Background: an optimization exercise with open tools, aiming at small area. Do not read the settings as production practice. Where RTL was checked, it was by simulation tests only, not by an equivalence proof against the original. Power and IR drop assume default switching activity.

## ks_out_process
module ks_out_process #(
  parameter int OP_W          = ks_out_pkg::DEF_OP_W,
  parameter int LWE_COEF_W    = ks_out_pkg::DEF_LWE_COEF_W,
  parameter int CORR_W        = ks_out_pkg::DEF_CORR_W,
  parameter int LBX           = ks_out_pkg::DEF_LBX,
  parameter int LWE_K         = ks_out_pkg::DEF_LWE_K,
  parameter int BATCH_PBS_NB  = ks_out_pkg::DEF_BATCH_PBS_NB,
  parameter int USE_MEAN_COMP = ks_out_pkg::DEF_USE_MEAN_COMP
) (
  input  logic                     clk,
  input  logic                     s_rst_n,
  input  logic [LBX-1:0][OP_W-1:0] mult_data_i,
  input  logic [LBX-1:0]           mult_avail_i,
  input  logic [LBX-1:0]           mult_last_pbs_i,
  input  logic [OP_W-1:0]          body_data_i,
  input  logic                     body_vld_i,
  output logic                     body_rdy_o,
  input  logic                     restart_i,
  output logic [LWE_COEF_W-1:0]    lwe_coef_o,
  output logic [CORR_W-1:0]        lwe_corr_o,
  output logic                     lwe_vld_o,
  input  logic                     lwe_rdy_i,
  output logic                     loop_done_o,
  output logic                     ksk_rd_inc_o,
  output logic                     body_wr_o,
  output logic [OP_W-1:0]          body_wr_data_o
);
For scale: ~590 flip-flops, ~170 I/O pins, roughly 22000 sq um of cells after synthesis.
Settings: LEC_CHECK=0, CAP_MARGIN=20, CORE_MARGIN=2, CORE_UTILIZATION=60, CTS_BUF_LIST=sky130_fd_sc_hd__clkbuf_8, CTS_CLUSTER_DIAMETER=50, CTS_CLUSTER_SIZE=20, PLACE_DENSITY=0.7, SLEW_MARGIN=20; clock period 5.0 ns.
standard.sh (not shown) runs the stock make flow with config.mk's settings and CLKGATE_MAP_FILE= SYNTH_SCRIPT=/design/flow/synth_recipe.tcl, a recipe that flattens the netlist after the stock synthesis.
==> flow/flow/run.sh <==
#!/bin/bash
# The standard layout (standard.sh), with two changes:
#  - the port buffers are plain buf_1 cells
#  - clock tree synthesis adds no dummy loads
set -euo pipefail
export BUFFER_PORTS_ARGS="-buffer_cell sky130_fd_sc_hd__buf_1"
export CTS_ARGS="-sink_clustering_enable -repair_clock_nets -sink_clustering_size 20 -sink_clustering_max_diameter 50 -buf_list sky130_fd_sc_hd__clkbuf_8 -dont_use_dummy_load"
bash standard.sh > standard.log 2>&1
The baseline reached the layout checks and failed them: negative setup slack.
Edit:
--- a/flow/design.v
+++ b/flow/design.v
@@ -99,30 +99,23 @@
   logic [PTR_W-1:0]      mg_ptr;
   logic [PTR_W-1:0]      rd_ptr;
   logic                  low_zero;
   logic                  round_up;
   logic [LWE_COEF_W-1:0] coef;
   logic [CORR_W-1:0]     corr;
   function automatic logic [PTR_W-1:0] ptr_next(input logic [PTR_W-1:0] ptr);
     ptr_next = (ptr == PTR_W'(DEPTH - 1)) ? '0 : ptr + 1'b1;
   endfunction
   assign low_zero = (data_i[ERR_W-2:0] == '0);
   assign round_up = ~data_i[ERR_W-1] | low_zero;
-  always_comb begin
-    logic cy;
-    cy = round_up;
-    for (int i = 0; i < LWE_COEF_W; i++) begin
-      coef[i] = ~data_i[ERR_W + i] ^ cy;
-      cy      = cy & ~data_i[ERR_W + i];
-    end
-  end
+  assign coef     = ~data_i[OP_W-1 -: LWE_COEF_W] + LWE_COEF_W'(round_up);
   assign corr     = data_i[CORR_W-1:0];
   always_ff @(posedge clk) begin
     if (!s_rst_n || flush_i) begin
       wr_ptr <= '0;
       mg_ptr <= '0;
       rd_ptr <= '0;
     end else begin
       if (wr_i) wr_ptr <= ptr_next(wr_ptr);
       if (mg_i) mg_ptr <= ptr_next(mg_ptr);
       if (rd_i) rd_ptr <= ptr_next(rd_ptr);
     end
@@ -200,30 +193,28 @@
   logic                  mg0, mg1;
   logic                  mg_last0, mg_last1;
   logic [OCNT_W-1:0]     ocnt;
   logic                  take;
   logic                  rd_lane;
   logic                  rd_set;
   logic                  rd0, rd1;
   logic [LWE_COEF_W-1:0] rd_coef0, rd_coef1;
   logic [CORR_W-1:0]     rd_corr0, rd_corr1;
   logic                  rd_last0, rd_last1;
   logic                  rd_last;
-  logic [CORR_W-1:0]     rd_corr;
   logic [OP_W-1:0]       body;
   logic                  body_vld;
   logic                  body_s0;
   logic                  body_s1;
   logic                  body_s2;
   logic [OP_W-1:0]       data_s0;
-  logic [OP_W-1:0]       body_diff;
   logic [OP_W-1:0]       body_s1_data;
   logic [OP_W-1:0]       body_s2_data;
   always_ff @(posedge clk) begin
     if (!s_rst_n) begin
       restart_q    <= 1'b0;
       ksk_inc_s0   <= 1'b0;
       ksk_rd_inc_o <= 1'b0;
     end else begin
       restart_q    <= restart_i;
       ksk_inc_s0   <= mult_avail_i[LBX-1] & mult_last_pbs_i[LBX-1];
       ksk_rd_inc_o <= ksk_inc_s0;
@@ -310,31 +301,23 @@
         end
       end
       ocnt <= ocnt + OCNT_W'(mg_vld) - OCNT_W'(take);
     end
   end
   assign lwe_vld_o = (ocnt != '0);
   assign take      = lwe_vld_o & lwe_rdy_i;
   assign rd0       = take & ~rd_lane;
   assign rd1       = take &  rd_lane;
   assign rd_last   = rd_lane ? (rd_cnt == '0) : rd_last0;
   assign lwe_coef_o = rd_lane ? rd_coef1 : rd_coef0;
-  assign rd_corr    = rd_lane ? rd_corr1 : rd_corr0;
-  always_comb begin
-    logic any;
-    any = 1'b0;
-    for (int i = 0; i < CORR_W; i++) begin
-      lwe_corr_o[i] = rd_corr[i] ^ any;
-      any = any | rd_corr[i];
-    end
-  end
+  assign lwe_corr_o = '0 - (rd_lane ? rd_corr1 : rd_corr0);
   always_ff @(posedge clk) begin
     if (!s_rst_n || restart_q) begin
       rd_lane <= 1'b0;
       rd_set  <= 1'b0;
       rd_cnt  <= '0;
     end else if (take) begin
       if (rd_last) begin
         rd_lane <= ~rd_lane;
         if (rd_lane) rd_set <= ~rd_set;
       end
       if (rd_lane) begin
@@ -370,26 +353,18 @@
       body_s0   <= 1'b0;
       body_s1   <= 1'b0;
       body_s2   <= 1'b0;
       body_wr_o <= 1'b0;
     end else begin
       body_s0   <= in_body;
       body_s1   <= body_s0;
       body_s2   <= body_s1;
       body_wr_o <= body_s2;
     end
   end
-  always_comb begin
-    logic cy;
-    cy = 1'b1;
-    for (int i = 0; i < OP_W; i++) begin
-      body_diff[i] = body[i] ^ ~data_s0[i] ^ cy;
-      cy           = (body[i] & ~data_s0[i]) | (body[i] & cy) | (~data_s0[i] & cy);
-    end
-  end
   always_ff @(posedge clk) begin
     data_s0        <= mult_data_i[0];
-    body_s1_data   <= body_diff;
+    body_s1_data   <= body - data_s0;
     body_s2_data   <= body_s1_data;
     body_wr_data_o <= body_s2_data;
   end
 endmodule
Effect: The changed run finished clean. Non-clock buffer count goes down by 58. Global-route usage stays flat. Cell count climbs by roughly a tenth. Count of clock-buffer cells in the layout fell by 2. Cell area increases slightly. Fmax rose by well over a third. Sequential power barely changes. Setup slack improves by 6.5 ns.
No run of this note included a check of the RTL's function; only the layout flow was run.

========
ks_out_process, a different RTL version from the one above (not shown whole).
For scale: about 1500 cells after synthesis, about 590 flip-flops.
export LEC_CHECK = 0
export CAP_MARGIN = 20
export CORE_MARGIN = 2
export CORE_UTILIZATION = 60
export CTS_BUF_LIST = sky130_fd_sc_hd__clkbuf_8
export CTS_CLUSTER_DIAMETER = 50
export CTS_CLUSTER_SIZE = 20
export PLACE_DENSITY = 0.7
export SLEW_MARGIN = 20
create_clock -name core_clock -period 5.0 [get_ports {clk}]
Scripts as last shown in full above: flow/flow/run.sh
Next try:
--- a/flow/design.v
+++ b/flow/design.v
@@ -328,24 +328,17 @@
   assign rd0       = take & ~rd_lane;
   assign rd1       = take &  rd_lane;
   assign rd_last   = rd_lane ? (rd_cnt == '0) : rd_last0;
   assign lwe_coef_o = rd_coef1 | rd_coef0;
   assign rd_corr    = rd_corr1 | rd_corr0;
   always_comb begin
-    logic [CORR_W-1:0] pre;
-    pre = rd_corr;
-    for (int k = 1; k < CORR_W; k = k * 2) begin
-      for (int i = 0; i < CORR_W; i++) begin
-        if ((i / k) % 2 == 1) begin
-          pre[i] = pre[i] | pre[(i / k) * k - 1];
-        end
-      end
-    end
-    lwe_corr_o[0] = rd_corr[0];
-    for (int i = 1; i < CORR_W; i++) begin
-      lwe_corr_o[i] = rd_corr[i] ^ pre[i-1];
+    logic any;
+    any = 1'b0;
+    for (int i = 0; i < CORR_W; i++) begin
+      lwe_corr_o[i] = rd_corr[i] ^ any;
+      any = any | rd_corr[i];
     end
   end
   always_ff @(posedge clk) begin
     if (!s_rst_n || restart_q) begin
       rd_lane <= 1'b0;
       rd_set  <= 1'b0;
Result: With this change the flow finished but fails on negative setup slack; clock power went down by a few percent; design area went up slightly; combinational power went up by roughly a tenth; maximum frequency went down by roughly a tenth; via count went up slightly; cell count went up slightly; power went up slightly; sequential power is about the same; hold slack degrades by 0.034 ns.
Function was not checked in any run of this note: the RTL went through the layout flow alone.

========
ks_out_process, a different RTL version from the one above (not shown whole).
For scale: ~1500 cells after synthesis, roughly 580 flip-flops, ~170 I/O pins, roughly 0.022 mm2 of cells after synthesis.
// ks_out_process
module ks_out_process #(
  parameter int OP_W          = ks_out_pkg::DEF_OP_W,
  parameter int LWE_COEF_W    = ks_out_pkg::DEF_LWE_COEF_W,
  parameter int CORR_W        = ks_out_pkg::DEF_CORR_W,
  parameter int LBX           = ks_out_pkg::DEF_LBX,
  parameter int LWE_K         = ks_out_pkg::DEF_LWE_K,
  parameter int BATCH_PBS_NB  = ks_out_pkg::DEF_BATCH_PBS_NB,
  parameter int USE_MEAN_COMP = ks_out_pkg::DEF_USE_MEAN_COMP
) (
  input  logic                     clk,
  input  logic                     s_rst_n,
  input  logic [LBX-1:0][OP_W-1:0] mult_data_i,
  input  logic [LBX-1:0]           mult_avail_i,
  input  logic [LBX-1:0]           mult_last_pbs_i,
  input  logic [OP_W-1:0]          body_data_i,
  input  logic                     body_vld_i,
  output logic                     body_rdy_o,
  input  logic                     restart_i,
  output logic [LWE_COEF_W-1:0]    lwe_coef_o,
  output logic [CORR_W-1:0]        lwe_corr_o,
  output logic                     lwe_vld_o,
  input  logic                     lwe_rdy_i,
  output logic                     loop_done_o,
  output logic                     ksk_rd_inc_o,
  output logic                     body_wr_o,
  output logic [OP_W-1:0]          body_wr_data_o
);
Settings: LEC_CHECK=0, CAP_MARGIN=0, CORE_MARGIN=2, CORE_UTILIZATION=60, PLACE_DENSITY=0.7, SLEW_MARGIN=0; clock period 5.0 ns.
Scripts as last shown in full above: flow/flow/run.sh
Edit:
--- a/flow/design.v
+++ b/flow/design.v
@@ -36,26 +36,29 @@
   logic [CNT_W-1:0] count;
   logic             wr_en;
   logic             rd_en;
   function automatic logic [PTR_W-1:0] ptr_next(input logic [PTR_W-1:0] ptr);
     ptr_next = (ptr == PTR_W'(DEPTH - 1)) ? '0 : ptr + 1'b1;
   endfunction
   assign in_rdy_o   = (count != CNT_W'(DEPTH));
   assign out_vld_o  = (count != '0);
   assign out_data_o = mem[rd_ptr];
-  assign wr_ptr     = rd_ptr + PTR_W'(count);
   assign wr_en = in_vld_i & in_rdy_o;
   assign rd_en = out_vld_o & out_rdy_i;
   always_ff @(posedge clk) begin
     if (!s_rst_n || flush_i) begin
+      wr_ptr <= '0;
       rd_ptr <= '0;
       count  <= '0;
     end else begin
+      if (wr_en) begin
+        wr_ptr <= ptr_next(wr_ptr);
+      end
       if (rd_en) begin
         rd_ptr <= ptr_next(rd_ptr);
       end
       if (wr_en && !rd_en) begin
         count <= count + 1'b1;
       end else if (rd_en && !wr_en) begin
         count <= count - 1'b1;
       end
     end
@@ -192,18 +195,19 @@
   localparam int OCNT_W = 4;
   logic                  restart_q;
   logic                  ksk_inc_s0;
   logic [1:0]            set;
   logic                  col_end;
   logic                  in_mask;
   logic                  in_body;
   logic [2:0]            vis;
   logic [2:0]            lcnt0;
+  logic [2:0]            lcnt1;
   logic                  mg_lane;
   logic [1:0]            mg_cnt;
   logic [1:0]            rd_cnt;
   logic                  mg_vld;
   logic                  mg0, mg1;
   logic                  mg_last0, mg_last1;
   logic [OCNT_W-1:0]     ocnt;
   logic                  take;
   logic                  rd_lane;
@@ -287,29 +291,31 @@
     .last_pbs_i (mult_last_pbs_i[1]),
     .mg_i       (mg1),
     .mg_last_o  (mg_last1),
     .rd_sel_i   (rd_lane),
     .rd_i       (rd1),
     .rd_coef_o  (rd_coef1),
     .rd_corr_o  (rd_corr1),
     .rd_last_o  (rd_last1)
   );
-  assign mg_vld = mg_lane | (lcnt0 != '0);
+  assign mg_vld = mg_lane ? (lcnt1 != '0) : (lcnt0 != '0);
   assign mg0    = mg_vld & ~mg_lane;
   assign mg1    = mg_vld &  mg_lane;
   always_ff @(posedge clk) begin
     if (!s_rst_n || restart_q) begin
       lcnt0   <= '0;
+      lcnt1   <= '0;
       mg_lane <= 1'b0;
       mg_cnt  <= '0;
       ocnt    <= '0;
     end else begin
       lcnt0 <= lcnt0 + 3'(vis[2]) - 3'(mg0);
+      lcnt1 <= lcnt1 + 3'(vis[2]) - 3'(mg1);
       if (mg_vld) begin
         if (mg_lane ? (mg_cnt == '0) : mg_last0) begin
           mg_lane <= ~mg_lane;
         end
         if (mg_lane) begin
           if (mg_cnt != '0) mg_cnt <= mg_cnt - 2'd1;
         end else if (!mg_last0) begin
           mg_cnt <= mg_cnt + 2'd1;
         end
Effect: The changed run went through all stages and came out clean. Core utilization came out higher by 0.14 points. Fmax stays flat. Sequential share of layout area hardly moves. Worst hold slack loses 0.0078 ns. Cell area rises by 0.46%. Global-route usage rises by 0.85 points. Final cell count is about the same. Total power rises by 1.3%. Non-clock buffer count is lower by 9. Worst setup slack improved by 0.0098 ns. Wire length is higher by 4.9%. Synthesized area goes up by 0.49%. Die area came out higher by 0.49%. Sequential power climbs by about 0.9%.

========
ks_out_process with an RTL version that a note above also has.
For scale: ~1500 cells after synthesis, ~590 flip-flops, roughly 170 I/O pins, about 22000 um^2 of cells after synthesis.
clock: 5.0 ns
lec_check: 0
cap_margin: 20
core_margin: 2
core_utilization: 60
cts_buf_list: sky130_fd_sc_hd__clkbuf_8
cts_cluster_diameter: 50
cts_cluster_size: 20
place_density: 0.7
slew_margin: 20
Scripts as last shown in full above: flow/flow/run.sh
Then changed:
--- a/flow/design.v
+++ b/flow/design.v
@@ -82,13 +82,12 @@
   input  logic                  flush_i,
   input  logic                  wr_i,
   input  logic [OP_W-1:0]       data_i,
   input  logic                  last_pbs_i,
   input  logic                  mg_i,
   output logic                  mg_last_o,
-  input  logic                  rd_sel_i,
   input  logic                  rd_i,
   output logic [LWE_COEF_W-1:0] rd_coef_o,
   output logic [CORR_W-1:0]     rd_corr_o,
   output logic                  rd_last_o
 );
   localparam int ERR_W = OP_W - LWE_COEF_W;
@@ -105,20 +104,13 @@
   logic [CORR_W-1:0]     corr;
   function automatic logic [PTR_W-1:0] ptr_next(input logic [PTR_W-1:0] ptr);
     ptr_next = (ptr == PTR_W'(DEPTH - 1)) ? '0 : ptr + 1'b1;
   endfunction
   assign low_zero = (data_i[ERR_W-2:0] == '0);
   assign round_up = ~data_i[ERR_W-1] | low_zero;
-  always_comb begin
-    logic cy;
-    cy = round_up;
-    for (int i = 0; i < LWE_COEF_W; i++) begin
-      coef[i] = ~data_i[ERR_W + i] ^ cy;
-      cy      = cy & ~data_i[ERR_W + i];
-    end
-  end
+  assign coef     = ~data_i[OP_W-1 -: LWE_COEF_W] + LWE_COEF_W'(round_up);
   assign corr     = '0 - data_i[CORR_W-1:0];
   always_ff @(posedge clk) begin
     if (!s_rst_n || flush_i) begin
       wr_ptr <= '0;
       mg_ptr <= '0;
       rd_ptr <= '0;
@@ -148,22 +140,14 @@
     assign rd_last_o = last_q[rd_ptr];
   end else begin : gen_no_last
     assign last_q    = '0;
     assign mg_last_o = 1'b0;
     assign rd_last_o = 1'b0;
   end
-  always_comb begin
-    rd_coef_o = '0;
-    rd_corr_o = '0;
-    for (int i = 0; i < DEPTH; i++) begin
-      if (rd_sel_i && rd_ptr == PTR_W'(i)) begin
-        rd_coef_o = rd_coef_o | coef_q[i];
-        rd_corr_o = rd_corr_o | corr_q[i];
-      end
-    end
-  end
+  assign rd_coef_o = coef_q[rd_ptr];
+  assign rd_corr_o = corr_q[rd_ptr];
 endmodule
 `timescale 1ns/10ps
 module ks_out_process #(
   parameter int OP_W          = ks_out_pkg::DEF_OP_W,
   parameter int LWE_COEF_W    = ks_out_pkg::DEF_LWE_COEF_W,
   parameter int CORR_W        = ks_out_pkg::DEF_CORR_W,
@@ -214,20 +198,18 @@
   logic                  rd_set;
   logic                  rd0, rd1;
   logic [LWE_COEF_W-1:0] rd_coef0, rd_coef1;
   logic [CORR_W-1:0]     rd_corr0, rd_corr1;
   logic                  rd_last0, rd_last1;
   logic                  rd_last;
-  logic [CORR_W-1:0]     rd_corr;
   logic [OP_W-1:0]       body;
   logic                  body_vld;
   logic                  body_s0;
   logic                  body_s1;
   logic                  body_s2;
   logic [OP_W-1:0]       data_s0;
-  logic [OP_W-1:0]       body_diff;
   logic [OP_W-1:0]       body_s1_data;
   logic [OP_W-1:0]       body_s2_data;
   always_ff @(posedge clk) begin
     if (!s_rst_n) begin
       restart_q    <= 1'b0;
       ksk_inc_s0   <= 1'b0;
@@ -267,13 +249,12 @@
     .flush_i    (restart_q),
     .wr_i       (in_mask),
     .data_i     (mult_data_i[0]),
     .last_pbs_i (mult_last_pbs_i[0]),
     .mg_i       (mg0),
     .mg_last_o  (mg_last0),
-    .rd_sel_i   (~rd_lane),
     .rd_i       (rd0),
     .rd_coef_o  (rd_coef0),
     .rd_corr_o  (rd_corr0),
     .rd_last_o  (rd_last0)
   );
   ks_lane_proc #(
@@ -288,13 +269,12 @@
     .flush_i    (restart_q),
     .wr_i       (in_mask),
     .data_i     (mult_data_i[1]),
     .last_pbs_i (mult_last_pbs_i[1]),
     .mg_i       (mg1),
     .mg_last_o  (mg_last1),
-    .rd_sel_i   (rd_lane),
     .rd_i       (rd1),
     .rd_coef_o  (rd_coef1),
     .rd_corr_o  (rd_corr1),
     .rd_last_o  (rd_last1)
   );
   assign mg_vld = mg_lane ? (lcnt1 != '0) : (lcnt0 != '0);
@@ -325,15 +305,14 @@
   end
   assign lwe_vld_o = (ocnt != '0);
   assign take      = lwe_vld_o & lwe_rdy_i;
   assign rd0       = take & ~rd_lane;
   assign rd1       = take &  rd_lane;
   assign rd_last   = rd_lane ? (rd_cnt == '0) : rd_last0;
-  assign lwe_coef_o = rd_coef1 | rd_coef0;
-  assign rd_corr    = rd_corr1 | rd_corr0;
-  assign lwe_corr_o = rd_corr;
+  assign lwe_coef_o = rd_lane ? rd_coef1 : rd_coef0;
+  assign lwe_corr_o = rd_lane ? rd_corr1 : rd_corr0;
   always_ff @(posedge clk) begin
     if (!s_rst_n || restart_q) begin
       rd_lane <= 1'b0;
       rd_set  <= 1'b0;
       rd_cnt  <= '0;
     end else if (take) begin
@@ -379,14 +358,13 @@
       body_s0   <= in_body;
       body_s1   <= body_s0;
       body_s2   <= body_s1;
       body_wr_o <= body_s2;
     end
   end
-  assign body_diff = body - data_s0;
   always_ff @(posedge clk) begin
     data_s0        <= mult_data_i[0];
-    body_s1_data   <= body_diff;
+    body_s1_data   <= body - data_s0;
     body_s2_data   <= body_s1_data;
     body_wr_data_o <= body_s2_data;
   end
 endmodule
What happened: Global-route usage goes down by 3.0 points; utilization is lower by 0.47 points; clock skew came out lower by 0.016 ns; total power shrinks by 0.41%; clock-buffer cell count rose by 2; synthesized area came out higher by 2.3%; register-to-register slack improved by 0.06 ns; final area increases by 1.9%; combinational power is lower by about 6%.

==> separate check: timing with driven ports <==
Ports are ideal in the flow. The routed layouts listed here were re-timed in OpenROAD. Step 1, drivers: a clkbuf_16 drives clk and a buf_2 each remaining input, both assumed. Step 2, shift: input delay + t, output delay - t, t = (earliest + latest rising clock arrival at the registers) / 2. This alone moves slack from input paths to output paths. a / b / c = ideal / step 1 / step 2; a / b = the first two.
run | t (ns) | setup WS [ns] | worst setup path after step 2 | worst data-port slew with drivers (ns)
the first run of note 1 | 0.676 | -6.357 / -6.357 / -6.357 | register to register | 0.05
the second run of note 1 | 0.678 | 0.121 / 0.069 / 0.748 | register to output | 0.05
the first run of note 2 | 0.660 | 0.076 / 0.028 / 0.186 | input to register | 0.07
the second run of note 2 | 0.655 | -0.504 / -0.558 / 0.097 | register to output | 0.07
the first run of note 3 | 0.665 | 0.602 / 0.550 / 0.452 | input to register | 0.06
the second run of note 3 | 0.641 | 0.611 / 0.556 / 0.418 | input to register | 0.06
the first run of note 4 | 0.641 | 0.610 / 0.556 / 0.430 | input to register | 0.06
the second run of note 4 | 0.668 | 0.775 / 0.721 / 1.019 | input to register | 0.06
The setup slack of the second run of note 3, which loses most, moves by -0.055 ns with the drivers and by -0.193 ns with both steps.
